This design comes from an exercise in tuning for small area and a short achievable clock period on the open sky130 flow, not from production work.
Where RTL was checked, it was by simulation tests only, not by an equivalence proof against the original.
No functional check of the RTL was part of runs 4 and 5.
Power figures rest on the tool's default switching activity, not on a simulated workload.

`design/flow/flow/run.sh`:
```
#!/bin/bash
# Standard ORFS layout, with the port buffers made of plain buf_1 cells
# instead of the delay buffers buffer_ports picks by default.
set -euo pipefail
bash standard.sh "BUFFER_PORTS_ARGS=-buffer_cell sky130_fd_sc_hd__buf_1" finish > standard_flow.log 2>&1
```
`design/flow/standard.sh`:
```
#!/bin/bash
# synth_recipe.tcl (not shown) runs the flow's synth.tcl, then flattens the netlist and writes it again
# the make line also repeats each setting of config.mk as NAME=value (left out here)
make -C /OpenROAD-flow-scripts/flow DESIGN_CONFIG=/design/flow/config.mk WORK_HOME=/design/flow/orfs CLKGATE_MAP_FILE= SYNTH_SCRIPT=/design/flow/synth_recipe.tcl "${@:-finish}"
```
`design/flow/config.mk`:
```
export PLATFORM = sky130hd
export DESIGN_NAME = xgmii_crossbar_n
export DESIGN_NICKNAME = xgmii_crossbar_n
export VERILOG_FILES = /design/flow/design.v
export SDC_FILE = /design/flow/constraint.sdc
export NUM_CORES = 4
export LEC_CHECK = 0
export CAP_MARGIN = 20
export CORE_MARGIN = 2
export CORE_UTILIZATION = 35
export CTS_BUF_LIST = sky130_fd_sc_hd__clkbuf_4 sky130_fd_sc_hd__clkbuf_8
export PLACE_DENSITY = 0.6
export SETUP_SLACK_MARGIN = 2.5
export SLEW_MARGIN = 20
```
`design/flow/constraint.sdc`:
```
create_clock -name core_clock -period 6.6 [get_ports {clk}]
set_input_delay 1.3200 -clock core_clock [delete_from_list [all_inputs] [get_ports {clk}]]
set_output_delay 1.3200 -clock core_clock [all_outputs]
set_load 0.01 [all_outputs]
```
`design/flow/design.v`:
```
module xgmii_crossbar_n #(
  parameter int NUM_PORTS = 4,
  parameter int CNT_W     = 16,
  localparam int IDX_W    = (NUM_PORTS > 2) ? $clog2(NUM_PORTS) : 1
) (
  input  logic                         clk,
  input  logic                         reset,
  input  logic [8*NUM_PORTS-1:0]       eth_in_xgmii_ctrl,
  input  logic [64*NUM_PORTS-1:0]      eth_in_xgmii_data,
  input  logic [IDX_W*NUM_PORTS-1:0]   route_map,
  output logic [8*NUM_PORTS-1:0]       eth_out_xgmii_ctrl,
  output logic [64*NUM_PORTS-1:0]      eth_out_xgmii_data,
  output logic [CNT_W*NUM_PORTS-1:0]   drop_cnt,
  output logic [CNT_W*NUM_PORTS-1:0]   err_cnt,
  output logic [NUM_PORTS-1:0]         fwd_state
);
  localparam int NP  = NUM_PORTS;
  localparam int CW  = IDX_W + 1;    
  logic [NP-1:0] sof, eof;
  for (genvar i = 0; i < NP; i++) begin : g_delim
    logic [7:0] fd;
    for (genvar k = 0; k < 8; k++) begin : g_lane
      assign fd[k] = eth_in_xgmii_ctrl[8*i+k] && (eth_in_xgmii_data[64*i+8*k +: 8] == 8'hFD);
    end
    assign sof[i] = eth_in_xgmii_ctrl[8*i] && (eth_in_xgmii_data[64*i +: 8] == 8'hFB);
    assign eof[i] = |fd;
  end
  logic [8*NP-1:0]  in_c_q;
  logic [64*NP-1:0] in_d_q;
  always_ff @(posedge clk) begin
    in_c_q <= eth_in_xgmii_ctrl;
    in_d_q <= eth_in_xgmii_data;
  end
  logic [NP-1:0]       fwd_q;             
  logic [NP*NP-1:0]    sel_q;             
  logic [NP-1:0]       idle_q, err_q;     
  logic [IDX_W*NP-1:0] last_q;            
  logic [NP-1:0] drop_q, drop_d;
  logic [NP-1:0] busy, fresh, granted, lost;
  logic [NP*NP-1:0] gwin;                 
  for (genvar i = 0; i < NP; i++) begin : g_busy
    logic [NP-1:0] hit;
    for (genvar e = 0; e < NP; e++) begin : g_e
      assign hit[e] = fwd_q[e] && sel_q[NP*e+i];
    end
    assign busy[i] = |hit;
  end
  assign fresh = sof & ~drop_q;
  for (genvar e = 0; e < NP; e++) begin : g_egress
    logic [NP-1:0]    req, aim, win, sq;
    logic [IDX_W-1:0] lq, wi;
    logic [NP-1:0]    lhot;
    logic             found, eofw, sofs, eofs, err_inc;
    logic             fwd_d, idle_d, err_d;
    logic [NP-1:0]    sel_d;
    logic [IDX_W-1:0] last_d;
    logic [CNT_W-1:0] dcnt_q, ecnt_q;
    logic [2:0]       dlow;
    logic             dcy, dsat, dtop, dcye, einc;
    logic [CNT_W-1:0] dpre, epre, dpfx, epfx, dcnt_d, ecnt_d;
    assign lq = last_q[IDX_W*e +: IDX_W];
    assign sq = sel_q[NP*e +: NP];
    for (genvar i = 0; i < NP; i++) begin : g_req
      assign aim[i]  = fresh[i] && (route_map[IDX_W*i +: IDX_W] == IDX_W'(e));
      assign req[i]  = aim[i] && !busy[i];
      assign lhot[i] = (lq == IDX_W'(i));
    end
    for (genvar i = 0; i < NP; i++) begin : g_rr
      logic [NP-1:0] ok;
      for (genvar l = 0; l < NP; l++) begin : g_l
        logic [NP-1:0] blk;
        for (genvar j = 0; j < NP; j++) begin : g_j
          localparam int DJ = (j - l + NP) % NP;
          localparam int DI = (i - l + NP) % NP;
          localparam int DIW = (DI == 0) ? NP : DI;
          if (DJ > 0 && DJ < DIW) begin : g_b
            assign blk[j] = req[j];
          end else begin : g_n
            assign blk[j] = 1'b0;
          end
        end
        assign ok[l] = lhot[l] && !(|blk);
      end
      assign win[i] = req[i] && (|ok);
    end
    assign found = |req;
    assign eofw  = |(win & eof);
    assign sofs  = |(sq & sof);
    assign eofs  = |(sq & eof);
    always_comb begin
      wi = '0;
      for (int i = 0; i < NP; i++) if (win[i]) wi = wi | IDX_W'(i);
    end
    always_comb begin
      if (!fwd_q[e]) begin
        sel_d   = win;
        idle_d  = !found;
        err_d   = 1'b0;
        fwd_d   = found && !eofw;
        last_d  = found ? wi : lq;
        err_inc = 1'b0;
      end else begin
        sel_d   = sofs ? '0 : sq;
        idle_d  = 1'b0;
        err_d   = sofs;
        fwd_d   = !sofs && !eofs;
        last_d  = lq;
        err_inc = sofs;
      end
    end
    assign gwin[NP*e +: NP] = fwd_q[e] ? '0 : win;
    logic [NP+1:0] age;         
    logic [NP:0]   nge;         
    logic          g;
    logic [3:0]    chot;        
    logic [1:0]    m;           
    assign age = thresholds(aim);
    assign g = found && !fwd_q[e];
    always_comb begin
      for (int k = 0; k <= NP; k++) nge[k] = g ? age[k+1] : age[k];
    end
    assign m = count_mod4(nge);
    for (genvar v = 0; v < 4; v++) begin : g_chot
      assign chot[v] = (dcnt_q[1:0] == 2'(v));
    end
    assign dcy = (chot[0] && nge[4]) || (chot[1] && nge[3]) ||
                 (chot[2] && nge[2]) || (chot[3] && nge[1]);
    assign dlow[0] = dcnt_q[0] ^ m[0];
    assign dlow[1] = dcnt_q[1] ^ m[1] ^ (dcnt_q[0] & m[0]);
    assign dlow[2] = dcy;
    assign dpre = {dpfx[CNT_W-4:0], 3'b100};
    assign dpfx = prefix_and({2'b00, dcnt_q[CNT_W-1:2]});
    assign dtop = dpre[CNT_W-1] && dcnt_q[CNT_W-1];
    assign dsat = dcy && dtop;
    assign dcye = dcy && !dtop;
    always_comb begin
      dcnt_d[1:0] = dsat ? 2'b11 : dlow[1:0];
      for (int j = 2; j < CNT_W; j++) dcnt_d[j] = dcnt_q[j] ^ (dcye & dpre[j]);
    end
    assign epre = {epfx[CNT_W-2:0], 1'b1};
    assign epfx = prefix_and(ecnt_q);
    assign einc = err_inc && !(epre[CNT_W-1] && ecnt_q[CNT_W-1]);
    always_comb begin
      for (int j = 0; j < CNT_W; j++) ecnt_d[j] = ecnt_q[j] ^ (einc & epre[j]);
    end
    always_ff @(posedge clk or negedge reset) begin
      if (!reset) begin
        fwd_q[e]                 <= 1'b0;
        sel_q[NP*e +: NP]        <= '0;
        idle_q[e]                <= 1'b1;
        err_q[e]                 <= 1'b0;
        last_q[IDX_W*e +: IDX_W] <= IDX_W'(NP - 1);
        dcnt_q <= '0;
        ecnt_q <= '0;
      end else begin
        fwd_q[e]                 <= fwd_d;
        sel_q[NP*e +: NP]        <= sel_d;
        idle_q[e]                <= idle_d;
        err_q[e]                 <= err_d;
        last_q[IDX_W*e +: IDX_W] <= last_d;
        dcnt_q <= dcnt_d;
        ecnt_q <= ecnt_d;
      end
    end
    for (genvar b = 0; b < 8; b++) begin : g_oc
      logic [NP-1:0] t;
      for (genvar i = 0; i < NP; i++) begin : g_i
        assign t[i] = sq[i] && in_c_q[8*i+b];
      end
      assign eth_out_xgmii_ctrl[8*e+b] = (|t) || idle_q[e] || err_q[e];
    end
    for (genvar b = 0; b < 64; b++) begin : g_od
      logic [NP-1:0] t;
      for (genvar i = 0; i < NP; i++) begin : g_i
        assign t[i] = sq[i] && in_d_q[64*i+b];
      end
      assign eth_out_xgmii_data[64*e+b] = (|t) || (idle_q[e] && ((b % 8) < 3)) ||
                                          (err_q[e] && ((b % 8) >= 1));
    end
    assign drop_cnt[CNT_W*e +: CNT_W] = dcnt_q;
    assign err_cnt[CNT_W*e +: CNT_W]  = ecnt_q;
    assign fwd_state[e] = fwd_q[e];
  end
  for (genvar i = 0; i < NP; i++) begin : g_grant
    logic [NP-1:0] hit;
    for (genvar e = 0; e < NP; e++) begin : g_e
      assign hit[e] = gwin[NP*e+i];
    end
    assign granted[i] = |hit;
  end
  assign lost   = fresh & ~granted;
  assign drop_d = (drop_q | lost) & ~eof;
  always_ff @(posedge clk or negedge reset) begin
    if (!reset) drop_q <= '0;
    else        drop_q <= drop_d;
  end
  function automatic logic [NP+1:0] thresholds(input logic [NP-1:0] x);
    logic [NP+1:0] a;
    a = '0;
    a[0] = 1'b1;
    for (int i = 0; i < NP; i++)
      for (int k = NP; k >= 1; k--) a[k] = a[k] | (a[k-1] & x[i]);
    thresholds = a;
  endfunction
  function automatic logic [1:0] count_mod4(input logic [NP:0] t);
    logic [1:0] r;
    r = 2'b00;
    for (int k = 1; k <= NP; k++)
      if (t[k] && !(k < NP && t[k+1])) r = 2'(k);
    count_mod4 = r;
  endfunction
  function automatic logic [CNT_W-1:0] prefix_and(input logic [CNT_W-1:0] x);
    logic [CNT_W-1:0] r;
    r[0] = x[0];
    for (int j = 1; j < CNT_W; j++) r[j] = r[j-1] & x[j];
    prefix_and = r;
  endfunction
endmodule
```
==> reports/qor.csv, run 1 <==
stage,metric,value,unit
run_status,status,finished clean,
placed_design,gp_congestion,0.987,
global_routing,grt_max_degree,105,
yosys,synth_top_area_share,25.9,%
power,p_leak,11.6,nW
power,pwr-share-clk,48.3,%
hold_path,worstHoldEndpoint,g_egress[0].ecnt_q[15],
global_routing,antenna_found_initial,13,
sta,skew,0.0421,ns
yosys,synth_edf_count,0,
critical_path,r2r_cells,9,
yosys,synth.avg_cell_area,9.14,sq um
finish,mostFrequentLayoutCell,buf_1,
power,sw_frac_of_total,25.2,%
yosys,synthesis.nets,2744,
placed_design,dpl-instance-area,25600,sq um
critical_path,worstSetupStartpoint,eth_in_xgmii_data[65],
sta,period_share,61.8,%
clock_tree,clock_latency,0.68,ns
global_routing,grt_pass1_wl,168000,um
hold_path,min_from,g_egress[0].ecnt_q[15],
yosys,yosysTopAreaCell,dfxtp_1,
power,combinationalPowerShare,3.7,%
critical_path,end_kind,flop,
clock_tree,path_clk_slew,0.06,ns
power,peakVddDrop,0.144,mV
placed_design,port_buffers,717,
floorplanning,rows,92,
critical_path,critPathKind,in2reg,
floorplanning,dieArea,65600,sq um
clock_tree,numCtsBuffers,82,
yosys,synthCells,2434,
yosys,async_flop_share,36.8,%
routing,dr.pass1.iters,20,
clock_tree,clk_path_buf_depth,3,
global_routing,first_global_vias,23300,
global_routing,overflow,0,
yosys,synthTopCellsByArea,"dfxtp_1, dfrtp_1, a222oi_1, a22oi_1, nand2_1",
routing,drtAntennaViolNets,0,
global_routing,grt_util_all_layers,34.2,%
hold_path,holdCritPathClass,reg2reg,
critical_path,rr_startpoint,sel_q[10],
clock_tree,cts_sinks,456,
clock_tree,cts_tree,done,
sta,maxSlewHeadroom,29.9,%
finish,final_area,27700,sq um
finish,drive_gt1_share,8.59,%
clock_tree,cts_root_buf,clkbuf_8,
routing,first_iter_violations,4794,
routing,wl_per_cell,29.8,um
finish,final_cell_mix,"buf_1, nand2_1, dfxtp_1",
sta,setup_viol,0,
critical_path,cp.required,7.21,ns
floorplanning,design.core.area,63000,sq um
power,p_int,4.66,mW
sta,hold_viol,0,
floorplanning,die_x,256,um
finish,nets,3399,
routing,drc,0,
sta,grt_setup_unrepaired,true,
sta,layout_min_cycle_time,4.08,ns
yosys,netlist_area,22200,sq um
yosys,synth_flop_cell,dfxtp_1,
critical_path,path_max_fanout,12,
sta,final-max-slew-violation-count,0,
placed_design,dp_hpwl,80500,um
yosys,ys_types,97,
routing,drt-total-wl,119000,um
critical_path,rrSetupSlack,2.66,ns
sta,fmax,0.245,GHz
sta,worstMarginPinSlew,1.04,ns
yosys,yosysSeqAreaShare,44.9,%
routing,post_drt_via_cell_ratio,6.35,
floorplanning,ios,718,
power,p_sw,1.57,mW
critical_path,worstPathArrival,4.69,ns
hold_path,holdPathStages,1,
critical_path,r2r_end,g_egress[2].dcnt_q[3],
job,max_cap_violations,0,
power,powerDensity,225,nW/um^2
finish,synthToLayoutAreaGrowth,24.5,%
clock_tree,cts_max_level,3,
yosys,yosysWarnings,5,
yosys,synth_seq_cells,456,
power,seq_power_share,48.1,%
floorplanning,fp.dieH,256,um
floorplanning,initial_core_util,35.3,%
sta,setup_tns,0,ns
critical_path,start_kind,input pin,
routing,via_count,25500,
==> area by class of cell <==
class / instances / area (sq um)
diodes: 6 / 15.0
clock buffers: 134 / 1660
clock inverters: 17 / 181
fillers: 6401 / 35300
inverters: 26 / 97.6
multi-input cells: 1772 / 11500
flip-flops and latches: 456 / 10000
well taps: 846 / 1060
repair buffers: 751 / 3110
==> cells by family (layout without fill, tap and decap cells) <==
| kind of cell | after synthesis | in the layout | share of synthesized area [%] |
|---|---|---|---|
| other | 0 | 6 | 0 |
| buffers and inverters | 208 | 928 | 3.68 |
| adder cells (fa/ha/maj) | 20 | 20 | 1.04 |
| flip-flops | 456 | 456 | 44.9 |
| XOR/XNOR | 118 | 118 | 4.65 |
| multiplexers | 2 | 2 | 0.101 |
| AO/OA/AOI/OAI | 778 | 778 | 26.2 |
| AND/OR/NAND/NOR | 852 | 854 | 19.4 |
==> power by group through the flow <==
stage | sequential (mW) | combinational [mW] | clock (mW)
after floorplan | 3.01 | 0.0498 | 0
after global placement | 3.04 | 0.219 | 0
after detailed placement | 3.04 | 0.218 | 0
after CTS | 2.98 | 0.221 | 3.05
after global routing | 3.00 | 0.242 | 3.17
final | 2.99 | 0.229 | 3.01
==> layer usage <==
| metal | up-vias | wire, um | GRT usage [%] |
|---|---|---|---|
| li1 | 10800 | - | - |
| met1 | 11900 | 43400 | 42.9 |
| met2 | 2264 | 51300 | 51.8 |
| met3 | 475 | 16900 | 12.0 |
| met4 | 16 | 7530 | 17.5 |
| met5 | - | 107 | 0 |
==> registers in the layout, indices dropped and copies added (netlist names) <==
| register | count |
|---|---|
| fwd_q | 4 |
| drop_q | 4 |
| last_q | 8 |
| g_egress.ecnt_q | 64 |
| in_d_q | 256 |
| sel_q | 16 |
| idle_q | 4 |
| g_egress.dcnt_q | 64 |
| err_q | 4 |
| in_c_q | 32 |
==> stage by stage <==
| stage | power (mW) | setup slack (ns) | hold slack, ns | cells | util (%) |
|---|---|---|---|---|---|
| CTS | 6.25 | 2.45 | 0.484 | 3996 | 43.8 |
| finish | 6.23 | 2.52 | 0.479 | 4008 | 44.0 |
| floorplan | 3.06 | 2.61 | 0.493 | 2434 | - |
| global route | 6.41 | 2.44 | 0.504 | 4006 | 44.0 |
| detailed placement | 3.26 | 1.56 | 0.467 | 3841 | 40.6 |
| global placement | 3.26 | 1.58 | 0.466 | 3841 | 40.6 |
==> cell usage after synthesis (9+ instances only) <==
cell type	n
dfxtp_1	288
nand2_1	354
a21o_1	10
xnor2_1	83
a22oi_1	213
dfrtp_1	156
a21oi_1	216
and4_1	14
a31oi_1	9
nor4_1	45
o21ai_0	33
xor2_1	35
a222oi_1	192
or3_1	10
nor3_1	29
o211ai_1	14
and3_1	35
dfstp_2	12
nand4_1	55
buf_1	22
inv_1	26
and2_1	12
nand3_1	150
ha_1	12
nor2_1	69
nand2b_1	18
clkbuf_1	146
==> worst max-delay path: stages <==
cell      delay, ns
buf_1          0.22
nor3b_2        0.56
nand3_1        0.53
nor2_1         0.58
or2_2          0.25
a21oi_1        0.07
a211oi_1       0.38
o31ai_4        0.10
buf_12         0.16
buf_4          0.13
nor3b_1        0.21
xor2_1         0.16
==> worst max path at each step <==
stage,to,slack [ns],cells past startpoint
floorplan,g_egress[3].dcnt_q[1],2.61,12
global placement,g_egress[2].dcnt_q[3],1.58,10
detailed placement,g_egress[1].dcnt_q[3],1.56,11
CTS,eth_out_xgmii_data[99],2.45,4
global route,g_egress[1].dcnt_q[13],2.44,12
finish,g_egress[1].dcnt_q[13],2.52,12
==> what timing repair did <==
action	in CTS	in global routing
hold buffers	0	0
gates cloned	2	0
gates resized for setup	20	10
setup buffers	2	6
setup endpoints to repair	70	17
pin swaps	2	1
==> run 2, diff against run 1 <==
--- a/design/flow/config.mk
+++ b/design/flow/config.mk
@@ -10,3 +10,4 @@
 export CORE_UTILIZATION = 35
-export CTS_BUF_LIST = sky130_fd_sc_hd__clkbuf_4 sky130_fd_sc_hd__clkbuf_8
+export CTS_CLUSTER_DIAMETER = 100
+export CTS_CLUSTER_SIZE = 30
 export PLACE_DENSITY = 0.6
==> run 2 against run 1 <==
Net effect:
- still clean on timing, DRC and antenna
- fmax down 0.18%
- first-iteration DRC count is 6.8% higher
- critical path depth shrank 8
- worst setup slack worse by 0.0074 ns
==> reports/qor.csv, run 2 <==
stage,metric,value,unit,change
finish,drive_gt1_share,5.47,%,was 8.59%
global_routing,first_global_vias,22800,,"was 23,300"
routing,via_count,25000,,"was 25,500"
yosys,synthesis.nets,2744,,unchanged
yosys,ys_types,97,,unchanged
sta,period_share,61.9,%,was 61.8%
finish,final_cell_mix,"buf_1, nand2_1, dfxtp_1",,unchanged
yosys,synth_flop_cell,dfxtp_1,,unchanged
critical_path,worstPathArrival,2.77,ns,was 4.69 ns
floorplanning,initial_core_util,35.3,%,unchanged
critical_path,path_max_fanout,42,,was 12
sta,layout_min_cycle_time,4.09,ns,was 4.08 ns
critical_path,critPathKind,reg2out,,was in2reg
sta,grt_setup_unrepaired,false,,was true
run_status,status,finished clean,,unchanged
sta,fmax,0.245,GHz,about the same
routing,dr.pass1.iters,17,,was 20
sta,worstMarginPinSlew,1.13,ns,was 1.04 ns
routing,post_drt_via_cell_ratio,6.40,,was 6.35
placed_design,place_inst,3841,,unchanged
power,combinationalPowerShare,4.5,%,was 3.7%
clock_tree,numCtsBuffers,24,,was 82
yosys,yosysTopAreaCell,dfxtp_1,,unchanged
power,peakVddDrop,0.160,mV,was 0.144 mV
yosys,synthCells,2434,,unchanged
clock_tree,cts_sinks,456,,unchanged
finish,synthToLayoutAreaGrowth,20.2,%,was 24.5%
yosys,synth_edf_count,0,,unchanged
finish,mostFrequentLayoutCell,buf_1,,unchanged
placed_design,dp_hpwl,80500,um,unchanged
yosys,synth_top_area_share,25.9,%,unchanged
routing,drt-total-wl,118000,um,"was 119,000 um"
sta,skew,0.0230,ns,was 0.0421 ns
floorplanning,dieArea,65600,sq um,unchanged
yosys,yosysMostFrequentCell,nand2_1,,unchanged
power,sw_frac_of_total,27.4,%,was 25.2%
clock_tree,ctsHoldBuffers,0,,unchanged
critical_path,rrSetupSlack,2.87,ns,was 2.66 ns
finish,top_regs,"in_d_q (256), g_egress.dcnt_q (64), g_egress.ecnt_q (64)",,unchanged
power,seq_power_share,58.4,%,was 48.1%
global_routing,grt_max_degree,105,,unchanged
floorplanning,fp.dieH,256,um,unchanged
clock_tree,path_clk_slew,0.12,ns,was 0.06 ns
sta,hold_viol,0,,unchanged
hold_path,holdCritPathClass,reg2reg,,unchanged
yosys,synth_seq_cells,456,,unchanged
placed_design,port_buffers,717,,unchanged
sta,final-max-slew-violation-count,0,,unchanged
yosys,async_flop_share,36.8,%,unchanged
routing,wl_per_cell,30.1,um,was 29.8 um
sta,setup_viol,0,,unchanged
floorplanning,die_x,256,um,unchanged
critical_path,start_kind,flop,,was input pin
global_routing,grt_pass1_wl,165000,um,"was 168,000 um"
clock_tree,clock_latency,0.61,ns,was 0.68 ns
sta,setup_tns,0,ns,unchanged
finish,nets,3345,,"was 3,399"
critical_path,end_kind,primary output,,was flop
power,p_sw,1.40,mW,was 1.57 mW
finish,fin_cells,3905,,"was 4,008"
global_routing,antenna_found_initial,12,,was 13
global_routing,grt_util_all_layers,33.4,%,was 34.2%
floorplanning,ios,718,,unchanged
routing,first_iter_violations,5118,,"was 4,794"
floorplanning,rows,92,,unchanged
job,max_cap_violations,0,,unchanged
yosys,synthTopCellsByArea,"dfxtp_1, dfrtp_1, a222oi_1, a22oi_1, nand2_1",,unchanged
power,p_leak,11.1,nW,was 11.6 nW
power,p_total,5.12,mW,was 6.23 mW
yosys,yosysSeqAreaShare,44.9,%,unchanged
yosys,synth.avg_cell_area,9.14,sq um,unchanged
routing,drtAntennaViolNets,0,,unchanged
floorplanning,design.core.area,63000,sq um,unchanged
sta,maxSlewHeadroom,23.6,%,was 29.9%
clock_tree,cts_tree,done,,unchanged
finish,top_register,in_d_q,,unchanged
routing,drc,0,,unchanged
clock_tree,cts_root_buf,clkbuf_16,,was clkbuf_8
yosys,synth_common_cells,"nand2_1, dfxtp_1, a21oi_1",,unchanged
yosys,yosysWarnings,5,,unchanged
clock_tree,clk_path_buf_depth,3,,unchanged
finish,n_fill_cell,6446,,"was 6,401"
power,p_int,3.72,mW,was 4.66 mW
global_routing,overflow,0,,unchanged
finish,largest_reg_flops,256,,unchanged
yosys,netlist_area,22200,sq um,unchanged
power,pwr-share-clk,37.1,%,was 48.3%
placed_design,gp_congestion,0.987,,unchanged
power,powerDensity,191,nW/um^2,was 225 nW/um^2
clock_tree,cts_max_level,1,,was 3
critical_path,cp.required,5.28,ns,was 7.21 ns
==> run 2: cell counts after synthesis <==
No cell type changed its count.
==> run 2: per-layer routing <==
layer	share of wire [%]	GRT usage, %	up-vias	routed length (um)
met5	0.054	0	-	64
li1	-	-	10700	-
met3	14	10.9	381	16400
met2	43	51.6	2110	50900
met1	37	42.6	11800	43400
met4	5.8	14.9	10	6880
==> run 2: worst max-delay path, stage by stage, from the launching register on <==
cell and delay, ns:
dfrtp_2 0.42, buf_4 0.31, nor2_2 0.90, nand3_1 0.21
buf_1 0.21
==> run 2: cell families after synthesis <==
| logic type | share of synthesized area [%] |
|---|---|
| and+or+nand+nor | 19.4 |
| muxes | 0.101 |
| buffers and inverters | 3.68 |
| AOI/OAI and AO/OA | 26.2 |
| adders and majority gates | 1.04 |
| xor gates and xnor gates | 4.65 |
| DFF | 44.9 |
==> run 2: power groups by stage <==
stage | logic (mW) | clock network [mW] | registers, mW
2_1_floorplan | 0.0498 | 0 | 3.01
3_5_place_dp | 0.218 | 0 | 3.04
6_report | 0.229 | 1.90 | 2.99
4_1_cts | 0.221 | 1.92 | 2.98
3_3_place_gp | 0.219 | 0 | 3.04
5_1_grt | 0.243 | 2.01 | 3.00
==> run 2: repair_timing <==
action	4_1_cts	5_1_grt
buffers inserted	0	12
gates resized for setup	14	17
cloned	1	1
pin swaps	1	3
setup endpoints to repair	56	51
==> run 2: final cells by class <==
type | count | area, sq um | area share (%)
multi-input cells | 1772 | 11600 | 43.2
diodes | 8 | 20.0 | 0.0749
inverters | 26 | 97.6 | 0.365
repair buffers | 755 | 3100 | 11.6
flip-flops and latches | 456 | 10000 | 37.6
clock inverters | 13 | 208 | 0.777
clock buffers | 29 | 651 | 2.43
well taps | 846 | 1060 | 3.96
==> run 2: worst paths after layout <==
kind / from / endpoint / cells after the start
worst max-delay path: err_q[2] / eth_out_xgmii_data[161] / 4
worst min-delay path: g_egress[0].ecnt_q[15] / g_egress[0].ecnt_q[15] / 1
worst max register to register: sel_q[0] / g_egress[0].dcnt_q[14] / 10
worst min register to register: g_egress[0].ecnt_q[15] / g_egress[0].ecnt_q[15] / 1
max in group asynchronous: reset / sel_q[4] / 2
min in group asynchronous: reset / g_egress[0].dcnt_q[2] / 1
==> run 2: metrics by stage <==
| step | utilization [%] | cell area (sq um) | hold slack (ns) | setup slack [ns] |
|---|---|---|---|---|
| 4_1_cts | 42.1 | 26500 | 0.495 | 2.50 |
| 3_3_place_gp | 40.6 | 25600 | 0.466 | 1.58 |
| 6_report | 42.5 | 26700 | 0.492 | 2.51 |
| 5_1_grt | 42.5 | 26700 | 0.515 | 2.49 |
| 3_5_place_dp | 40.6 | 25600 | 0.467 | 1.56 |
| 2_1_floorplan | - | 22200 | 0.493 | 2.61 |
==> run 3, diff against run 2 <==
--- a/design/flow/design.v
+++ b/design/flow/design.v
@@ -36,2 +36,3 @@
   logic [NP-1:0]       idle_q, err_q;     
+  logic [NP-1:0]       frc_q;             
   logic [IDX_W*NP-1:0] last_q;            
@@ -151,2 +152,3 @@
         err_q[e]                 <= 1'b0;
+        frc_q[e]                 <= 1'b1;
         last_q[IDX_W*e +: IDX_W] <= IDX_W'(NP - 1);
@@ -159,2 +161,3 @@
         err_q[e]                 <= err_d;
+        frc_q[e]                 <= idle_d || err_d;
         last_q[IDX_W*e +: IDX_W] <= last_d;
@@ -169,3 +172,3 @@
       end
-      assign eth_out_xgmii_ctrl[8*e+b] = (|t) || idle_q[e] || err_q[e];
+      assign eth_out_xgmii_ctrl[8*e+b] = (|t) || frc_q[e];
     end
@@ -176,4 +179,9 @@
       end
-      assign eth_out_xgmii_data[64*e+b] = (|t) || (idle_q[e] && ((b % 8) < 3)) ||
-                                          (err_q[e] && ((b % 8) >= 1));
+      if ((b % 8) == 0) begin : g_f0
+        assign eth_out_xgmii_data[64*e+b] = (|t) || idle_q[e];
+      end else if ((b % 8) < 3) begin : g_f12
+        assign eth_out_xgmii_data[64*e+b] = (|t) || frc_q[e];
+      end else begin : g_f37
+        assign eth_out_xgmii_data[64*e+b] = (|t) || err_q[e];
+      end
     end
--- a/design/flow/config.mk
+++ b/design/flow/config.mk
@@ -10,6 +10,4 @@
 export CORE_UTILIZATION = 35
-export CTS_CLUSTER_DIAMETER = 100
-export CTS_CLUSTER_SIZE = 30
 export PLACE_DENSITY = 0.6
-export SETUP_SLACK_MARGIN = 2.5
+export SETUP_SLACK_MARGIN = 2.8
 export SLEW_MARGIN = 20
==> run 3 against run 2 <==
Net effect:
- critical path type unchanged
- still clean
- combinational power up 13%
- worst setup slack gained 0.25 ns
- first-iteration DRC count up 18%
==> reports/qor.csv, run 3 <==
stage,metric,value,unit,change
finish,final_cell_mix,"buf_1, nand2_1, a21oi_1",,"was buf_1, nand2_1, dfxtp_1"
global_routing,overflow,0,,unchanged
critical_path,critPathKind,reg2out,,unchanged
yosys,synth_flop_cell,dfxtp_1,,unchanged
finish,drive_gt1_share,9.09,%,was 5.47%
yosys,synth_top_area_share,25.1,%,was 25.9%
sta,hold_viol,0,,unchanged
finish,largest_reg_flops,256,,unchanged
floorplanning,dieArea,67700,sq um,"was 65,600 sq um"
routing,drtAntennaViolNets,0,,unchanged
critical_path,rrSetupSlack,2.89,ns,was 2.87 ns
routing,dr.pass1.iters,15,,was 17
placed_design,dp_hpwl,90500,um,"was 80,500 um"
yosys,ys_types,95,,was 97
sta,layout_min_cycle_time,3.84,ns,was 4.09 ns
global_routing,grt_max_degree,72,,was 105
routing,post_drt_via_cell_ratio,6.58,,was 6.40
floorplanning,design.core.area,64700,sq um,"was 63,000 sq um"
floorplanning,rows,93,,was 92
job,max_cap_violations,0,,unchanged
critical_path,path_max_fanout,52,,was 42
global_routing,antenna_found_initial,23,,was 12
critical_path,cp-endpoint,eth_out_xgmii_data[166],,was eth_out_xgmii_data[161]
placed_design,gp_congestion,1.05,,was 0.987
critical_path,end_kind,primary output,,unchanged
sta,final-max-slew-violation-count,0,,unchanged
yosys,yosysSeqAreaShare,43.9,%,was 44.9%
critical_path,worstPathArrival,2.52,ns,was 2.77 ns
critical_path,r2r_cells,9,,was 10
sta,maxSlewHeadroom,12.6,%,was 23.6%
critical_path,start_kind,flop,,unchanged
sta,period_share,58.1,%,was 61.9%
floorplanning,ios,718,,unchanged
clock_tree,cts_tree,done,,unchanged
global_routing,grt_pass1_wl,179000,um,"was 165,000 um"
clock_tree,cts_sinks,460,,was 456
finish,n_fill_cell,6567,,"was 6,446"
critical_path,r2r_end,fwd_q[0],,was g_egress[0].dcnt_q[14]
sta,setup_viol,0,,unchanged
clock_tree,cts_root_buf,clkbuf_16,,unchanged
sta,fmax,0.261,GHz,was 0.245 GHz
clock_tree,clock_latency,0.60,ns,was 0.61 ns
power,powerDensity,220,nW/um^2,was 191 nW/um^2
yosys,synthesis.nets,2913,,"was 2,744"
power,peakVddDrop,0.162,mV,was 0.160 mV
floorplanning,fp.dieH,260,um,was 256 um
sta,fin_ws,2.76,ns,was 2.51 ns
global_routing,first_global_vias,24800,,"was 22,800"
sta,setup_tns,0,ns,unchanged
yosys,yosysWarnings,5,,unchanged
sta,skew,0.0120,ns,was 0.0230 ns
sta,worstMarginPinSlew,1.28,ns,was 1.13 ns
power,p_total,6.41,mW,was 5.12 mW
placed_design,port_buffers,717,,unchanged
finish,nets,3545,,"was 3,345"
yosys,async_flop_share,37.4,%,was 36.8%
yosys,yosysTopAreaCell,dfxtp_1,,unchanged
power,p_leak,12.4,nW,was 11.1 nW
critical_path,worstSetupStartpoint,sel_q[10],,was err_q[2]
clock_tree,path_clk_slew,0.06,ns,was 0.12 ns
yosys,synth_common_cells,"nand2_1, a21oi_1, a222oi_1, dfxtp_1, clkbuf_1",,"was nand2_1, dfxtp_1, a21oi_1"
yosys,synthCells,2603,,"was 2,434"
yosys,synthTopCellsByArea,"dfxtp_1, dfrtp_1, a222oi_1, nand2_1, a21oi_1",,"was dfxtp_1, dfrtp_1, a222oi_1, a22oi_1, nand2_1"
yosys,synth.avg_cell_area,8.83,sq um,was 9.14 sq um
hold_path,holdCritPathClass,reg2reg,,unchanged
routing,first_iter_violations,6048,,"was 5,118"
routing,wl_per_cell,31.7,um,was 30.1 um
clock_tree,numCtsBuffers,54,,was 24
routing,drt-total-wl,131000,um,"was 118,000 um"
routing,drc,0,,unchanged
yosys,yosysMostFrequentCell,nand2_1,,unchanged
yosys,netlist_area,23000,sq um,"was 22,200 sq um"
sta,hold_ws,0.488,ns,was 0.492 ns
finish,top_register,in_d_q,,unchanged
finish,synthToLayoutAreaGrowth,26.7,%,was 20.2%
finish,mostFrequentLayoutCell,buf_1,,unchanged
clock_tree,clk_path_buf_depth,3,,unchanged
critical_path,rr_startpoint,fwd_q[0],,was sel_q[0]
placed_design,dp_slack,1.29,ns,was 1.56 ns
floorplanning,die_x,260,um,was 256 um
clock_tree,cts_max_level,2,,was 1
floorplanning,initial_core_util,35.5,%,was 35.3%
run_status,status,finished clean,,unchanged
finish,top_regs,"in_d_q (256), g_egress.dcnt_q (64), g_egress.ecnt_q (64)",,unchanged
critical_path,cp.required,5.28,ns,about the same
yosys,synth_edf_count,0,,unchanged
global_routing,grt_util_all_layers,36.0,%,was 33.4%
yosys,synth_seq_cells,460,,was 456
routing,via_count,27300,,"was 25,000"
sta,grt_setup_unrepaired,true,,was false
## run 3: changes by cell type in the layout (fill, tap and decap cells not counted), sizes merged, moves of 28 or more
cell	delta
a22oi	-193
nand3	-86
nand2	+104
a21oi	+114
nor2	+28
a222oi	+96
clkbuf	+62
## run 3: worst min path at each step
stage | startpoint | end | slack (ns) | depth (start not counted)
2_1_floorplan | drop_q[2] | drop_q[2] | 0.47 | 2
3_3_place_gp | g_egress[1].ecnt_q[14] | g_egress[1].ecnt_q[14] | 0.47 | 1
3_5_place_dp | g_egress[1].ecnt_q[15] | g_egress[1].ecnt_q[15] | 0.47 | 1
4_1_cts | g_egress[1].ecnt_q[15] | g_egress[1].ecnt_q[15] | 0.49 | 1
5_1_grt | g_egress[1].ecnt_q[13] | g_egress[1].ecnt_q[13] | 0.50 | 1
6_report | g_egress[3].ecnt_q[3] | g_egress[3].ecnt_q[3] | 0.49 | 1
## run 3: layer usage
layer | vias to the layer above | share of wire, % | global-route usage (%)
met3 | 614 | 14 | 11.3
met4 | 22 | 8.4 | 22.5
met1 | 12900 | 35 | 43.7
met2 | 2358 | 43 | 55.6
li1 | 11400 | - | -
met5 | - | 0.11 | 0
## run 3: where the power goes
part | total, mW | internal [mW] | switching (mW)
registers | 3.02 | 2.90 | 0.120
logic | 0.259 | 0.0742 | 0.185
clock network | 3.14 | 1.85 | 1.28
total | 6.41 | 4.82 | 1.59
## run 3: timing repair
action | CTS | global route
setup buffers | 15 | 17
hold buffers | 0 | 0
setup endpoints to repair | 301 | 100
resized for setup | 44 | 68
pin swaps | 6 | 12
## run 3: worst max-delay path, stage by stage (launching register included)
cell	delay (ns)
dfrtp_4	0.62
buf_8	0.30
a222oi_1	0.40
nand2_1	0.28
buf_1	0.23
## run 3: cells by family after synthesis
kind of cell,count (synthesis),synth area share (%)
AOI/OAI and AO/OA,833,27.1
xor gates and xnor gates,118,4.50
adders and majority gates,17,0.871
and+or+nand+nor,931,19.4
muxes,4,0.185
buffers and inverters,240,4.06
DFF,460,43.9
## run 3: cell type report
class	count	area (sq um)	area share (%)
tap	855	1070	3.67
clock inverter	24	289	0.993
clock buffer	75	1530	5.26
inverter	34	131	0.451
sequential	460	10200	34.9
antenna	16	40.0	0.138
multi-input combinational	1903	12400	42.7
timing repair buffer	782	3460	11.9
## run 3: through the flow
step / cells / utilization, % / cell area (sq um)
floorplan: 2603 / - / 23200
global placement: 4002 / 40.9 / 26400
detailed placement: 4002 / 40.9 / 26400
CTS: 4116 / 44.2 / 28600
global route: 4141 / 45.0 / 29100
finish: 4149 / 45.0 / 29100
==> run 4, diff against run 3 <==
--- a/design/flow/design.v
+++ b/design/flow/design.v
@@ -36,3 +36,2 @@
   logic [NP-1:0]       idle_q, err_q;     
-  logic [NP-1:0]       frc_q;             
   logic [IDX_W*NP-1:0] last_q;            
@@ -58,5 +57,4 @@
     logic [CNT_W-1:0] dcnt_q, ecnt_q;
-    logic [2:0]       dlow;
-    logic             dcy, dsat, dtop, dcye, einc;
-    logic [CNT_W-1:0] dpre, epre, dpfx, epfx, dcnt_d, ecnt_d;
+    logic [CW-1:0]    naim, inc;
+    logic [CNT_W:0]   dsum;
     assign lq = last_q[IDX_W*e +: IDX_W];
@@ -112,36 +110,8 @@
     assign gwin[NP*e +: NP] = fwd_q[e] ? '0 : win;
-    logic [NP+1:0] age;         
-    logic [NP:0]   nge;         
-    logic          g;
-    logic [3:0]    chot;        
-    logic [1:0]    m;           
-    assign age = thresholds(aim);
-    assign g = found && !fwd_q[e];
     always_comb begin
-      for (int k = 0; k <= NP; k++) nge[k] = g ? age[k+1] : age[k];
+      naim = '0;
+      for (int i = 0; i < NP; i++) naim = naim + CW'(aim[i]);
     end
-    assign m = count_mod4(nge);
-    for (genvar v = 0; v < 4; v++) begin : g_chot
-      assign chot[v] = (dcnt_q[1:0] == 2'(v));
-    end
-    assign dcy = (chot[0] && nge[4]) || (chot[1] && nge[3]) ||
-                 (chot[2] && nge[2]) || (chot[3] && nge[1]);
-    assign dlow[0] = dcnt_q[0] ^ m[0];
-    assign dlow[1] = dcnt_q[1] ^ m[1] ^ (dcnt_q[0] & m[0]);
-    assign dlow[2] = dcy;
-    assign dpre = {dpfx[CNT_W-4:0], 3'b100};
-    assign dpfx = prefix_and({2'b00, dcnt_q[CNT_W-1:2]});
-    assign dtop = dpre[CNT_W-1] && dcnt_q[CNT_W-1];
-    assign dsat = dcy && dtop;
-    assign dcye = dcy && !dtop;
-    always_comb begin
-      dcnt_d[1:0] = dsat ? 2'b11 : dlow[1:0];
-      for (int j = 2; j < CNT_W; j++) dcnt_d[j] = dcnt_q[j] ^ (dcye & dpre[j]);
-    end
-    assign epre = {epfx[CNT_W-2:0], 1'b1};
-    assign epfx = prefix_and(ecnt_q);
-    assign einc = err_inc && !(epre[CNT_W-1] && ecnt_q[CNT_W-1]);
-    always_comb begin
-      for (int j = 0; j < CNT_W; j++) ecnt_d[j] = ecnt_q[j] ^ (einc & epre[j]);
-    end
+    assign inc  = naim - CW'(found && !fwd_q[e]);
+    assign dsum = {1'b0, dcnt_q} + {{(CNT_W+1-CW){1'b0}}, inc};
     always_ff @(posedge clk or negedge reset) begin
@@ -152,3 +122,2 @@
         err_q[e]                 <= 1'b0;
-        frc_q[e]                 <= 1'b1;
         last_q[IDX_W*e +: IDX_W] <= IDX_W'(NP - 1);
@@ -161,6 +130,5 @@
         err_q[e]                 <= err_d;
-        frc_q[e]                 <= idle_d || err_d;
         last_q[IDX_W*e +: IDX_W] <= last_d;
-        dcnt_q <= dcnt_d;
-        ecnt_q <= ecnt_d;
+        dcnt_q <= dsum[CNT_W] ? {CNT_W{1'b1}} : dsum[CNT_W-1:0];
+        if (err_inc && !(&ecnt_q)) ecnt_q <= ecnt_q + 1'b1;
       end
@@ -172,3 +140,3 @@
       end
-      assign eth_out_xgmii_ctrl[8*e+b] = (|t) || frc_q[e];
+      assign eth_out_xgmii_ctrl[8*e+b] = (|t) || idle_q[e] || err_q[e];
     end
@@ -179,9 +147,4 @@
       end
-      if ((b % 8) == 0) begin : g_f0
-        assign eth_out_xgmii_data[64*e+b] = (|t) || idle_q[e];
-      end else if ((b % 8) < 3) begin : g_f12
-        assign eth_out_xgmii_data[64*e+b] = (|t) || frc_q[e];
-      end else begin : g_f37
-        assign eth_out_xgmii_data[64*e+b] = (|t) || err_q[e];
-      end
+      assign eth_out_xgmii_data[64*e+b] = (|t) || (idle_q[e] && ((b % 8) < 3)) ||
+                                          (err_q[e] && ((b % 8) >= 1));
     end
@@ -204,23 +167,2 @@
   end
-  function automatic logic [NP+1:0] thresholds(input logic [NP-1:0] x);
-    logic [NP+1:0] a;
-    a = '0;
-    a[0] = 1'b1;
-    for (int i = 0; i < NP; i++)
-      for (int k = NP; k >= 1; k--) a[k] = a[k] | (a[k-1] & x[i]);
-    thresholds = a;
-  endfunction
-  function automatic logic [1:0] count_mod4(input logic [NP:0] t);
-    logic [1:0] r;
-    r = 2'b00;
-    for (int k = 1; k <= NP; k++)
-      if (t[k] && !(k < NP && t[k+1])) r = 2'(k);
-    count_mod4 = r;
-  endfunction
-  function automatic logic [CNT_W-1:0] prefix_and(input logic [CNT_W-1:0] x);
-    logic [CNT_W-1:0] r;
-    r[0] = x[0];
-    for (int j = 1; j < CNT_W; j++) r[j] = r[j-1] & x[j];
-    prefix_and = r;
-  endfunction
 endmodule
==> design/flow/run.sh (new file) <==
#!/bin/bash
# synth_recipe.tcl (not shown) runs the flow's synth.tcl, then flattens the netlist and writes it again
# the make line also repeats each setting of config.mk as NAME=value (left out here)
make -C /OpenROAD-flow-scripts/flow DESIGN_CONFIG=/design/flow/config.mk WORK_HOME=/design/flow/orfs CLKGATE_MAP_FILE= SYNTH_SCRIPT=/design/flow/synth_recipe.tcl finish
--- a/design/flow/config.mk
+++ b/design/flow/config.mk
@@ -11,3 +11,2 @@
 export PLACE_DENSITY = 0.6
-export SETUP_SLACK_MARGIN = 2.8
 export SLEW_MARGIN = 20
removed: design/flow/flow/run.sh
removed: design/flow/standard.sh
==> run 4 against run 3 <==
Net effect:
- critical endpoint is now g_egress[2].dcnt_q[5]
- wire length is 3.3% lower
- register-to-register slack lost 1.9 ns
- critical path depth rose by 18
- non-clock buffer count grew 4
- clock-buffer cell count unchanged
- fmax shrank 36%
- still clean
- final area up 9.7%
- die area fell by 4.8%
- highest routed layer unchanged
==> reports/qor.csv, run 4 <==
stage,metric,value,unit,change
critical_path,cp.required,7.10,ns,was 5.28 ns
clock_tree,cts_tree,done,,unchanged
floorplanning,die_x,254,um,was 260 um
hold_path,holdCritPathClass,reg2reg,,unchanged
yosys,synth_top_area_share,26.4,%,was 25.1%
power,seq_power_share,45.2,%,was 47.1%
clock_tree,numCtsBuffers,53,,was 54
clock_tree,cts_root_buf,clkbuf_16,,unchanged
global_routing,grt_util_all_layers,37.5,%,was 36.0%
finish,final_util,51.8,%,was 45.0%
sta,setup_tns,0,ns,unchanged
power,p_sw,1.61,mW,was 1.59 mW
yosys,synth_edf_count,0,,unchanged
sta,maxSlewHeadroom,15.0,%,was 12.6%
sta,layout_min_cycle_time,5.97,ns,was 3.84 ns
critical_path,start_kind,input pin,,was flop
critical_path,path_max_fanout,13,,was 52
finish,top_regs,"in_d_q (256), g_egress.dcnt_q (64), g_egress.ecnt_q (64)",,unchanged
power,peakVddDrop,0.174,mV,was 0.162 mV
finish,nets,3416,,"was 3,545"
placed_design,port_buffers,717,,unchanged
sta,hold_viol,0,,unchanged
job,max_cap_violations,0,,unchanged
clock_tree,post-cts-setup-buffer-count,0,,was 15
global_routing,antenna_found_initial,19,,was 23
sta,grt_setup_unrepaired,false,,was true
routing,via_count,25300,,"was 27,300"
floorplanning,design.core.area,61700,sq um,"was 64,700 sq um"
yosys,yosysSeqAreaShare,45.7,%,was 43.9%
global_routing,overflow,0,,unchanged
finish,largest_reg_flops,256,,unchanged
yosys,ys_types,77,,was 95
power,p_leak,13.6,nW,was 12.4 nW
power,pwr-share-clk,48.1,%,was 48.9%
floorplanning,dieArea,64500,sq um,"was 67,700 sq um"
power,p_total,6.64,mW,was 6.41 mW
yosys,synthTopCellsByArea,"dfxtp_1, dfrtp_1, a222oi_1, a22oi_1, nand2_1",,"was dfxtp_1, dfrtp_1, a222oi_1, nand2_1, a21oi_1"
finish,final_area,31900,sq um,"was 29,100 sq um"
sta,period_share,90.5,%,was 58.1%
finish,final_cell_mix,"clkdlybuf4s50_1, nand2_1, dfxtp_1",,"was buf_1, nand2_1, a21oi_1"
hold_path,holdPathStages,1,,unchanged
yosys,synthCells,2419,,"was 2,603"
placed_design,gp_congestion,0.985,,was 1.05
critical_path,rr_startpoint,fwd_q[2],,was fwd_q[0]
critical_path,end_kind,flop,,was primary output
yosys,async_flop_share,36.8,%,was 37.4%
critical_path,rrSetupSlack,1.02,ns,was 2.89 ns
routing,post_drt_via_cell_ratio,6.36,,was 6.58
finish,drive_gt1_share,7.30,%,was 9.09%
yosys,synth_seq_cells,456,,was 460
sta,fmax,0.167,GHz,was 0.261 GHz
run_status,status,finished clean,,unchanged
placed_design,dp_slack,-0.00961,ns,was 1.29 ns
sta,skew,0.0126,ns,was 0.0120 ns
global_routing,grt_max_degree,88,,was 72
sta,setup_viol,0,,unchanged
floorplanning,fp.dieH,254,um,was 260 um
clock_tree,clk_path_buf_depth,3,,unchanged
clock_tree,clock_latency,0.62,ns,was 0.60 ns
critical_path,r2r_cells,18,,was 9
yosys,synth_flop_cell,dfxtp_1,,unchanged
floorplanning,ios,718,,unchanged
floorplanning,rows,91,,was 93
finish,mostFrequentLayoutCell,clkdlybuf4s50_1,,was buf_1
power,combinationalPowerShare,6.7,%,was 4.0%
global_routing,grt_pass1_wl,177000,um,"was 179,000 um"
routing,first_iter_violations,4454,,"was 6,048"
sta,worstMarginPinSlew,1.27,ns,was 1.28 ns
clock_tree,cts_max_level,2,,unchanged
global_routing,first_global_vias,24200,,"was 24,800"
sta,final-max-slew-violation-count,0,,unchanged
clock_tree,cts_sinks,456,,was 460
finish,synthToLayoutAreaGrowth,46.1,%,was 26.7%
hold_path,min_from,g_egress[0].ecnt_q[9],,was g_egress[3].ecnt_q[3]
critical_path,critPathKind,in2reg,,was reg2out
routing,dr.pass1.iters,13,,was 15
power,sw_frac_of_total,24.3,%,was 24.8%
sta,fin_ws,0.626,ns,was 2.76 ns
power,p_int,5.03,mW,was 4.82 mW
clock_tree,ctsResizeCount,0,,was 44
finish,n_fill_cell,5733,,"was 6,567"
power,powerDensity,208,nW/um^2,was 220 nW/um^2
routing,drc,0,,unchanged
yosys,yosysWarnings,1,,was 5
finish,fin_cells,3974,,"was 4,149"
sta,hold_ws,0.483,ns,was 0.488 ns
floorplanning,initial_core_util,35.4,%,was 35.5%
yosys,yosysTopAreaCell,dfxtp_1,,unchanged
yosys,netlist_area,21900,sq um,"was 23,000 sq um"
routing,drt-total-wl,127000,um,"was 131,000 um"
routing,drtAntennaViolNets,0,,unchanged
yosys,synth_common_cells,"nand2_1, dfxtp_1, a21oi_1",,"was nand2_1, a21oi_1, a222oi_1, dfxtp_1, clkbuf_1"
hold_path,worstHoldEndpoint,g_egress[0].ecnt_q[9],,was g_egress[3].ecnt_q[3]
placed_design,dp_hpwl,87400,um,"was 90,500 um"
critical_path,r2r_end,g_egress[2].dcnt_q[5],,was fwd_q[0]
finish,top_register,in_d_q,,unchanged
placed_design,dpl-instance-area,30000,sq um,"was 26,400 sq um"
yosys,synthesis.nets,2753,,"was 2,913"
routing,wl_per_cell,32.0,um,was 31.7 um
clock_tree,path_clk_slew,0.06,ns,about the same
yosys,yosysMostFrequentCell,nand2_1,,unchanged
critical_path,worstPathArrival,6.47,ns,was 2.52 ns
clock_tree,ctsHoldBuffers,0,,unchanged
placed_design,place_inst,3864,,"was 4,002"
yosys,synth.avg_cell_area,9.04,sq um,was 8.83 sq um
run 4: cell count changes in the layout (fill, tap and decap cells not counted), moves of 93 or more:
cell             change
buf_1              -699
nand3_1            +108
a222oi_1            -93
a21oi_1             -97
a22oi_1            +184
clkdlybuf4s50_1    +716
run 4: logic make-up (layout without fill, tap and decap cells):
group | Yosys count | count (layout) | share of synthesized area, %
flops | 456 | 456 | 45.7
compound gates | 718 | 718 | 24.2
mux | 11 | 11 | 0.561
simple gates | 873 | 873 | 19.1
xor+xnor | 103 | 103 | 4.12
fa+ha+maj | 36 | 36 | 2.47
other cells | 0 | 13 | 0
buf+inv | 222 | 927 | 3.88
run 4: layout make-up:
type                    instances  area [sq um]  share of cell area (%)
multi-input cells            1741         11100                    34.6
well taps                     837          1050                    3.28
clock inverters                22           318                   0.995
diodes                         13          32.5                   0.102
clock buffers                  75          1560                    4.89
repair buffers                786          7710                    24.1
inverters                      44           165                   0.517
flip-flops and latches        456         10000                    31.5
run 4: layer usage:
metal  global-route usage [%]  vias to the layer above  share of wire [%]
li1                         -                    10600                  -
met1                     46.9                    12000                 36
met2                     55.1                     2137                 42
met3                     13.8                      472                 14
met4                     22.5                       16                6.9
met5                        0                        -              0.087
run 4: how the worst max path moves through the flow:
| stage | depth (start not counted) | slack (ns) | startpoint | to |
|---|---|---|---|---|
| after floorplan | 19 | 0.60 | eth_in_xgmii_data[130] | g_egress[2].dcnt_q[10] |
| after global placement | 22 | 0.12 | eth_in_xgmii_data[71] | g_egress[2].dcnt_q[0] |
| after detailed placement | 22 | -0.01 | eth_in_xgmii_data[71] | g_egress[2].dcnt_q[5] |
| after CTS | 22 | 0.63 | eth_in_xgmii_data[69] | g_egress[2].dcnt_q[5] |
| after global routing | 22 | 0.38 | eth_in_xgmii_data[69] | g_egress[3].dcnt_q[11] |
| final | 22 | 0.63 | eth_in_xgmii_data[69] | g_egress[2].dcnt_q[5] |
run 4: power groups by stage:
stage | Clock [mW] | Combinational [mW] | Sequential (mW)
floorplan | 0 | 0.0765 | 3.01
global placement | 0 | 0.432 | 3.04
detailed placement | 0 | 0.428 | 3.05
CTS | 3.22 | 0.434 | 2.99
global route | 3.33 | 0.458 | 3.01
finish | 3.20 | 0.442 | 3.00
run 4: worst max-delay path, stage by stage:
cell,delay (ns)
clkdlybuf4s50_1,0.50
nand4_1,0.23
buf_4,0.26
nor4_1,0.36
buf_4,0.22
nand2_1,0.08
a41oi_1,0.27
ha_1,0.31
fa_1,0.54
inv_1,0.05
ha_1,0.21
fa_1,0.52
fa_1,0.41
a21oi_1,0.22
nor2_1,0.10
and3_1,0.20
inv_1,0.07
nor2_1,0.06
and3_1,0.20
nand3_1,0.14
buf_12,0.15
nand2_1,0.06
==> run 5, diff against run 4 <==
==> design/flow/flow/run.sh (new file) <==
#!/bin/bash
# Standard ORFS layout, with the port buffers made of plain buf_1 cells
# instead of the delay buffers buffer_ports picks by default.
set -euo pipefail
bash standard.sh "BUFFER_PORTS_ARGS=-buffer_cell sky130_fd_sc_hd__buf_1" finish > standard_flow.log 2>&1
==> design/flow/standard.sh (new file) <==
#!/bin/bash
# synth_recipe.tcl (not shown) runs the flow's synth.tcl, then flattens the netlist and writes it again
# the make line also repeats each setting of config.mk as NAME=value (left out here)
make -C /OpenROAD-flow-scripts/flow DESIGN_CONFIG=/design/flow/config.mk WORK_HOME=/design/flow/orfs CLKGATE_MAP_FILE= SYNTH_SCRIPT=/design/flow/synth_recipe.tcl "${@:-finish}"
removed: design/flow/run.sh
==> run 5 against run 4 <==
Net effect:
- still clean
- first-iteration DRC count is 8.6% higher
- synthesized area stayed put
- sequential share of layout area is 5.5 points higher
- core utilization is 7.7 points lower
- clock skew is 0.016 ns higher
- final area is 15% lower
- hold slack better by 0.0078 ns
- via count is 1.6% lower
- critical path depth is 1 lower
==> reports/qor.csv, run 5 <==
stage,metric,value,unit,change
critical_path,rr_startpoint,fwd_q[0],,was fwd_q[2]
global_routing,overflow,0,,unchanged
critical_path,rrSetupSlack,0.99,ns,was 1.02 ns
finish,drive_gt1_share,6.39,%,was 7.30%
power,p_leak,11.6,nW,was 13.6 nW
power,p_total,6.33,mW,was 6.64 mW
yosys,synthTopCellsByArea,"dfxtp_1, dfrtp_1, a222oi_1, a22oi_1, nand2_1",,unchanged
yosys,synth_compound_gate_area_share,24.2,%,unchanged
finish,nets,3392,,"was 3,416"
finish,largest_reg_flops,256,,unchanged
global_routing,first_global_vias,23300,,"was 24,200"
hold_path,min_from,g_egress[3].ecnt_q[5],,was g_egress[0].ecnt_q[9]
yosys,yosysMostFrequentCell,nand2_1,,unchanged
placed_design,dp_slack,0.0736,ns,was -0.00961 ns
clock_tree,path_clk_slew,0.06,ns,about the same
critical_path,cp.required,7.13,ns,was 7.10 ns
yosys,synth_flop_cell,dfxtp_1,,unchanged
routing,via_count,24900,,"was 25,300"
sta,fin_ws,0.663,ns,was 0.626 ns
routing,dr.pass1.iters,15,,was 13
placed_design,dp_hpwl,79900,um,"was 87,400 um"
clock_tree,cts_tree,done,,unchanged
clock_tree,cts_sinks,456,,unchanged
clock_tree,cts_max_level,2,,unchanged
floorplanning,initial_core_util,35.4,%,unchanged
sta,setup_viol,0,,unchanged
yosys,synth_edf_count,0,,unchanged
global_routing,grt_pass1_wl,165000,um,"was 177,000 um"
clock_tree,clk_path_buf_depth,3,,unchanged
sta,setup_tns,0,ns,unchanged
yosys,synth.area.mux_share,0.561,%,unchanged
clock_tree,cts_root_buf,clkbuf_16,,unchanged
run_status,status,finished clean,,unchanged
power,peakVddDrop,0.181,mV,was 0.174 mV
yosys,synth_simple_gate_area_share,19.1,%,unchanged
routing,drtAntennaViolNets,0,,unchanged
floorplanning,design.core.area,61700,sq um,unchanged
yosys,async_flop_share,36.8,%,unchanged
clock_tree,numCtsBuffers,51,,was 53
power,powerDensity,233,nW/um^2,was 208 nW/um^2
sta,skew,0.0287,ns,was 0.0126 ns
yosys,synth_xor_xnor_area_share,4.12,%,unchanged
routing,first_iter_violations,4837,,"was 4,454"
placed_design,place_inst,3842,,"was 3,864"
clock_tree,ctsHoldBuffers,0,,unchanged
routing,drc,0,,unchanged
finish,final_cell_mix,"buf_1, nand2_1, dfxtp_1",,"was clkdlybuf4s50_1, nand2_1, dfxtp_1"
finish,fin_cells,3944,,"was 3,974"
global_routing,grt_max_degree,169,,was 88
sta,grt_setup_unrepaired,false,,unchanged
yosys,synthesis.nets,2753,,unchanged
hold_path,worstHoldEndpoint,g_egress[3].ecnt_q[5],,was g_egress[0].ecnt_q[9]
sta,maxSlewHeadroom,16.7,%,was 15.0%
yosys,ys_types,77,,unchanged
yosys,synth.avg_cell_area,9.04,sq um,unchanged
finish,top_regs,"in_d_q (256), g_egress.dcnt_q (64), g_egress.ecnt_q (64)",,unchanged
critical_path,r2r_end,g_egress[2].dcnt_q[1],,was g_egress[2].dcnt_q[5]
sta,final-max-slew-violation-count,0,,unchanged
finish,synthToLayoutAreaGrowth,24.3,%,was 46.1%
finish,top_register,in_d_q,,unchanged
routing,wl_per_cell,29.9,um,was 32.0 um
yosys,yosysSeqAreaShare,45.7,%,unchanged
hold_path,holdPathStages,1,,unchanged
floorplanning,fp.dieH,254,um,unchanged
critical_path,end_kind,flop,,unchanged
finish,mostFrequentLayoutCell,buf_1,,was clkdlybuf4s50_1
yosys,yosysTopAreaCell,dfxtp_1,,unchanged
routing,drt-total-wl,118000,um,"was 127,000 um"
floorplanning,dieArea,64500,sq um,unchanged
floorplanning,rows,91,,unchanged
clock_tree,clock_latency,0.61,ns,was 0.62 ns
global_routing,antenna_found_initial,19,,unchanged
yosys,synthCells,2419,,unchanged
sta,period_share,89.9,%,was 90.5%
sta,fmax,0.168,GHz,was 0.167 GHz
sta,worstMarginPinSlew,1.24,ns,was 1.27 ns
floorplanning,die_x,254,um,unchanged
job,max_cap_violations,0,,unchanged
yosys,synth_seq_cells,456,,unchanged
placed_design,gp_congestion,0.952,,was 0.985
yosys,yosysWarnings,1,,unchanged
yosys,synth_top_family_by_area,compound AO/OA/AOI/OAI gates,,unchanged
routing,post_drt_via_cell_ratio,6.30,,was 6.36
yosys,synth_top_area_share,26.4,%,unchanged
critical_path,worstPathArrival,6.47,ns,about the same
sta,layout_min_cycle_time,5.94,ns,was 5.97 ns
yosys,netlist_area,21900,sq um,unchanged
hold_path,holdCritPathClass,reg2reg,,unchanged
clock_tree,ctsResizeCount,0,,unchanged
yosys,synth_fa_ha_area_share,2.47,%,unchanged
clock_tree,post-cts-setup-buffer-count,0,,unchanged
critical_path,start_kind,input pin,,unchanged
global_routing,grt_util_all_layers,34.8,%,was 37.5%
critical_path,r2r_cells,19,,was 18
critical_path,critPathKind,in2reg,,unchanged
sta,hold_viol,0,,unchanged
critical_path,path_max_fanout,13,,unchanged
placed_design,port_buffers,717,,unchanged
floorplanning,ios,718,,unchanged
yosys,synth_common_cells,"nand2_1, dfxtp_1, a21oi_1",,unchanged
## run 5: how the worst max path moves through the flow
stage	start	to	slack, ns	depth (start not counted)
floorplan	eth_in_xgmii_data[130]	g_egress[2].dcnt_q[10]	0.60	19
global placement	eth_in_xgmii_data[71]	g_egress[2].dcnt_q[0]	0.20	21
detailed placement	eth_in_xgmii_data[71]	g_egress[2].dcnt_q[1]	0.07	21
CTS	eth_in_xgmii_data[71]	g_egress[2].dcnt_q[1]	0.72	21
global route	eth_in_xgmii_data[71]	g_egress[2].dcnt_q[1]	0.25	21
finish	eth_in_xgmii_data[71]	g_egress[2].dcnt_q[1]	0.66	21
## run 5: critical path, cell delays in order
cell and delay [ns]:
buf_1 0.10, nand4_1 0.22, buf_4 0.25, nor4_1 0.55, nand2_1 0.20, a41oi_1 0.30, ha_1 0.30, fa_1 0.54
inv_1 0.04, ha_1 0.21, fa_1 0.43, xor2_1 0.16, ha_1 0.33, a21oi_1 0.09, nor2_1 0.16, and3_1 0.24
inv_1 0.06, nor2_1 0.16, and3_1 0.22, nand3_1 0.39, nand2b_1 0.19
## run 5: kinds of logic after synthesis
family	count (synthesis)
mux	11
xor+xnor	103
fa+ha+maj	36
simple gates	873
buf+inv	222
flops	456
compound gates	718
## run 5: report_power, final
group	internal, mW	switching [mW]
sequential	2.88	0.126
clock	1.81	1.23
combinational	0.0826	0.203
## run 5: cell type report
cell class / instances / area (sq um)
inverter: 44 / 165
multi-input combinational: 1741 / 11100
clock buffer: 82 / 1600
sequential: 456 / 10000
clock inverter: 13 / 181
tap: 837 / 1050
antenna: 7 / 17.5
timing repair buffer: 764 / 3060
fill: 6275 / 34500
## run 5: per-layer routing
metal	routed length [um]	GRT usage, %	vias up
met4	8270	20.7	20
li1	-	-	10600
met5	133	0	-
met2	49100	49.6	2095
met3	17700	14.3	501
met1	42800	43.8	11700
## run 5: metrics by stage
step / hold WS, ns / area (sq um) / utilization, %
6_report: 0.491 / 27200 / 44.1
4_1_cts: 0.492 / 27200 / 44.0
5_1_grt: 0.509 / 27200 / 44.0
3_3_place_gp: 0.475 / 25400 / 41.1
2_1_floorplan: 0.486 / 21900 / -
3_5_place_dp: 0.480 / 25400 / 41.1

[what the ideal ports hide]
No port has a modelled driver above. Below, the same layouts with a new extraction and two added sets of constraints.
Step 1, drivers: a clkbuf_16 drives clk and a buf_2 each remaining input, both assumed.
Step 2 adds t to the input delays and takes it off the output delays; t is the mean of the earliest and latest rising clock arrival at the registers after step 1. Input paths then give back, and output paths get back, about the clock's delay inside the block.
Slacks: ideal ports / drivers / drivers and shift; pairs: ideal ports / drivers.
run	shift t [ns]	setup WS [ns]	worst hold slack (ns)	worst data-port slew with drivers (ns)
run 1	0.728	2.521 / 2.486 / 1.783	0.479 / 0.479 / 0.479	0.12
run 2	0.667	2.514 / 2.453 / 1.986	0.492 / 0.492 / 0.492	0.12
run 3	0.671	2.763 / 2.701 / 2.169	0.488 / 0.488 / 0.488	0.24
run 4	0.673	0.626 / 0.656 / -0.017	0.483 / 0.483 / 0.483	0.17
run 5	0.662	0.663 / 0.704 / 0.042	0.491 / 0.491 / 0.491	0.22
Met with ideal ports but missed after step 2: setup timing in run 4. For run 1, which loses most, drivers alone change the setup slack by -0.035 ns; drivers and shift together by -0.738 ns.
